This design comes from an exercise in tuning for small area, a short achievable clock period and few clock cycles per item on the open sky130 flow, not from production work.
Where RTL was checked, it was by simulation tests only, not by an equivalence proof against the original.
Power and IR drop assume default switching activity.

== job 101 ==
==> module goertzel_abs, before the edit <==
module goertzel_abs #(
   parameter int W   = 2,
   parameter bit INV = 1'b0    
) (
   input  logic [W-1:0] i_x,
   output logic [W-1:0] o_m
);
   localparam int c_L = $clog2(W);
   logic [W-1:0] w_y, w_c;
   logic [W-1:0] w_p [0:c_L];
   assign w_y = i_x ^ {W{i_x[W-1]}};
   always_comb begin
      w_p[0] = w_y;
      for (int k = 1; k <= c_L; k++) begin
         for (int i = 0; i < W; i++) begin
            if (i >= (1 << (k - 1))) w_p[k][i] = w_p[k-1][i] & w_p[k-1][i - (1 << (k - 1))];
            else                     w_p[k][i] = w_p[k-1][i];
         end
      end
      w_c[0] = i_x[W-1];
      for (int i = 1; i < W; i++) w_c[i] = i_x[W-1] & w_p[c_L][i-1];
   end
   assign o_m = w_y ^ w_c ^ {W{INV}};
endmodule
clock: 8.0 ns
lec_check: 0
cap_margin: 20
core_margin: 2
core_utilization: 40
cts_buf_list: sky130_fd_sc_hd__clkbuf_8
setup_slack_margin: 4.0
slew_margin: 20
synth_hierarchical: 1
synth_minimum_keep_size: 0
standard.sh (not shown) runs the stock make flow with config.mk's settings and CLKGATE_MAP_FILE= SYNTH_SCRIPT=/design/flow/synth_recipe.tcl, a recipe that flattens the netlist after the stock synthesis.
==> flow/flow/run.sh <==
#!/bin/bash
# Standard ORFS layout (the standard.sh, standard synthesis unchanged),
# with the port buffers made from the smallest buffer cell.
set -euo pipefail
bash standard.sh BUFFER_PORTS_ARGS="-buffer_cell sky130_fd_sc_hd__buf_1" finish > standard_flow.log 2>&1
Relative to job 101, the following input files were edited for job 102:
--- a/flow/design.v
+++ b/flow/design.v
@@ -2053,19 +2053,18 @@
 );
    localparam int c_L = $clog2(W);
-   logic [W-1:0] w_y, w_c;
-   logic [W-1:0] w_p [0:c_L];
-   assign w_y = i_x ^ {W{i_x[W-1]}};
+   logic [W-1:0] w_o [0:c_L];
+   logic [W-1:0] w_f;
    always_comb begin
-      w_p[0] = w_y;
+      w_o[0] = i_x;
       for (int k = 1; k <= c_L; k++) begin
          for (int i = 0; i < W; i++) begin
-            if (i >= (1 << (k - 1))) w_p[k][i] = w_p[k-1][i] & w_p[k-1][i - (1 << (k - 1))];
-            else                     w_p[k][i] = w_p[k-1][i];
+            if (i >= (1 << (k - 1))) w_o[k][i] = w_o[k-1][i] | w_o[k-1][i - (1 << (k - 1))];
+            else                     w_o[k][i] = w_o[k-1][i];
          end
       end
-      w_c[0] = i_x[W-1];
-      for (int i = 1; i < W; i++) w_c[i] = i_x[W-1] & w_p[c_L][i-1];
+      w_f[0] = 1'b0;
+      for (int i = 1; i < W; i++) w_f[i] = i_x[W-1] & w_o[c_L][i-1];
    end
-   assign o_m = w_y ^ w_c ^ {W{INV}};
+   assign o_m = i_x ^ w_f ^ {W{INV}};
 endmodule
 module goertzel_ha (
Results
Total power consumption of the routed design, job 102 and job 101, lower one = job 102.
Routed wire length for job 102: about 2.8% down relative to job 101
Compared with job 101, leakage power figure in job 102 decreased slightly.
Job 102 vs. job 101: sequential fraction of total cell area +0.28 points; final critical delay including setup and external delays -0.042 ns.
Global-route wire length before repair came out lower on job 102 than on job 101.
Testbench counts of job 102, summed over its fixed seeds: cycles 2,072, items 2,048.
The RTL of job 101 was laid out without a check of its function.


== red ==
goertzel_power_detect, a different RTL version from the one above (not shown whole).
Size: roughly 130 I/O pins.
export LEC_CHECK = 0
export CAP_MARGIN = 20
export CORE_MARGIN = 2
export CORE_UTILIZATION = 40
export SETUP_SLACK_MARGIN = 3.5
export SLEW_MARGIN = 20
export SYNTH_HIERARCHICAL = 1
export SYNTH_MINIMUM_KEEP_SIZE = 0
create_clock -name core_clock -period 8.0 [get_ports {i_clk}]
Scripts as last shown in full above: flow/flow/run.sh
Input changes introduced in blue (baseline for comparison: red):
--- a/flow/design.v
+++ b/flow/design.v
@@ -11,50 +11,56 @@
    input  logic            s_axis_tvalid,
    output logic            s_axis_tready,
    output logic [PW-1:0]   m_axis_tdata,
    output logic            m_axis_tuser,
    output logic            m_axis_tvalid,
    input  logic            m_axis_tready,
    input  logic [PW-1:0]   i_threshold,
    output logic            o_detect
 );
    localparam bit c_INREG  = 1'b1;
    localparam bit c_MIDREG = 1'b1;
+   localparam bit c_INMUX  = 1'b1;
    localparam int c_HMAX = (HOLD_ON > HOLD_OFF) ? HOLD_ON : HOLD_OFF;
    localparam int c_CW   = (c_HMAX > 1) ? $clog2(c_HMAX) : 1;
    logic            w_en;
    logic            w_v1, w_v2;
    logic            r_v3;
    logic [OW-1:0]   x_re, x_im;
    logic [67-1:0] w_mid_d, w_mid_q;
    logic [PW-1:0]   w_ra, w_rb;
    logic [PW-1:0]   w_sum;
    logic            w_hit;
    logic [PW-1:0]   r_pwr;
    logic            r_hit;
    logic            r_det;
    logic [c_CW-1:0] r_cnt, w_cnt_nxt;
    logic            w_det_nxt;
    assign w_en          = !r_v3 || m_axis_tready;
    assign s_axis_tready = w_en;
    generate
       if (c_INREG) begin : g_in
-         logic          r_v1;
-         logic [OW-1:0] r_re, r_im;
+         logic            r_v1;
+         logic [OW-1:0]   r_re, r_im;
+         logic [2*OW-1:0] w_in_d;
+         if (c_INMUX) begin : g_mux
+            goertzel_hold #(.W(2*OW)) u_hold (
+               .i_load(w_en), .i_new(s_axis_tdata), .i_old({r_re, r_im}), .o_d(w_in_d));
+         end else begin : g_nmux
+            assign w_in_d = w_en ? s_axis_tdata : {r_re, r_im};
+         end
          always_ff @(posedge i_clk) begin
             if (i_rst)     r_v1 <= 1'b0;
             else if (w_en) r_v1 <= s_axis_tvalid;
-            if (w_en) begin
-               r_re <= s_axis_tdata[2*OW-1:OW];
-               r_im <= s_axis_tdata[OW-1:0];
-            end
+            r_re <= w_in_d[2*OW-1:OW];
+            r_im <= w_in_d[OW-1:0];
          end
          assign w_v1 = r_v1;
          assign x_re = r_re;
          assign x_im = r_im;
       end else begin : g_nin
          assign w_v1 = s_axis_tvalid;
          assign x_re = s_axis_tdata[2*OW-1:OW];
          assign x_im = s_axis_tdata[OW-1:0];
       end
    endgenerate
    logic w_t0;
@@ -2214,21 +2220,31 @@
 endmodule
 module goertzel_fa (
    input  logic i_a,
    input  logic i_b,
    input  logic i_c,
    output logic o_s,
    output logic o_c
 );
    assign o_s = i_a ^ i_b ^ i_c;
    assign o_c = (i_a & i_b) | (i_a & i_c) | (i_b & i_c);
 endmodule
+module goertzel_hold #(
+   parameter int W = 1
+) (
+   input  logic         i_load,
+   input  logic [W-1:0] i_new,
+   input  logic [W-1:0] i_old,
+   output logic [W-1:0] o_d
+);
+   assign o_d = i_load ? i_new : i_old;
+endmodule
 module goertzel_ha (
    input  logic i_a,
    input  logic i_b,
    output logic o_s,
    output logic o_c
 );
    assign o_s = i_a ^ i_b;
    assign o_c = i_a & i_b;
 endmodule
 `default_nettype wire
## What came out
From red to blue the numbers moved as follows: post-cts repair resize count higher, average vias per placed instance lower, total placed cells including tap cells higher, overall power after layout roughly the same.
Delta (blue minus red): combined area of all synthesized cells +about 0.55%; clock skew rose by 0.014 ns.
Testbench counts of blue, summed over its fixed seeds: cycles 2,072, items 2,048.
Only the layout flow was run in red; the RTL was not checked for function there.

[afterwards: timing with drivers on the ports]
No port has a modelled driver above. Below, the same layouts with a new extraction and two added sets of constraints.
Step 1, drivers: a clkbuf_16 drives i_clk and a buf_2 each remaining input, both assumed.
Step 2 adds t to the input delays and takes it off the output delays; t is the mean of the earliest and latest rising clock arrival at the registers after step 1. Input paths then give back, and output paths get back, about the clock's delay inside the block.
Slacks: ideal ports / drivers / drivers and shift; pairs: ideal ports / drivers.
| run | t (ns) | setup slack, ns | slew at the worst register clock pin (ns) | worst data-port slew with drivers (ns) | pins driven straight from the clock port |
|---|---|---|---|---|---|
| job 101 | 0.570 | 4.039 / 4.017 / 3.552 | 0.11 / 0.11 | 0.05 | 1 |
| job 102 | 0.560 | 4.080 / 4.046 / 3.710 | 0.10 / 0.10 | 0.05 | 1 |
| red | 0.518 | 3.641 / 3.641 / 3.641 | 0.08 / 0.08 | 0.06 | 1 |
| blue | 0.508 | 3.616 / 3.616 / 3.616 | 0.08 / 0.08 | 0.05 | 1 |
After both steps setup and hold are still met in every run listed. The setup slack of job 101, which loses most, moves by -0.022 ns with the drivers and by -0.487 ns with both steps.
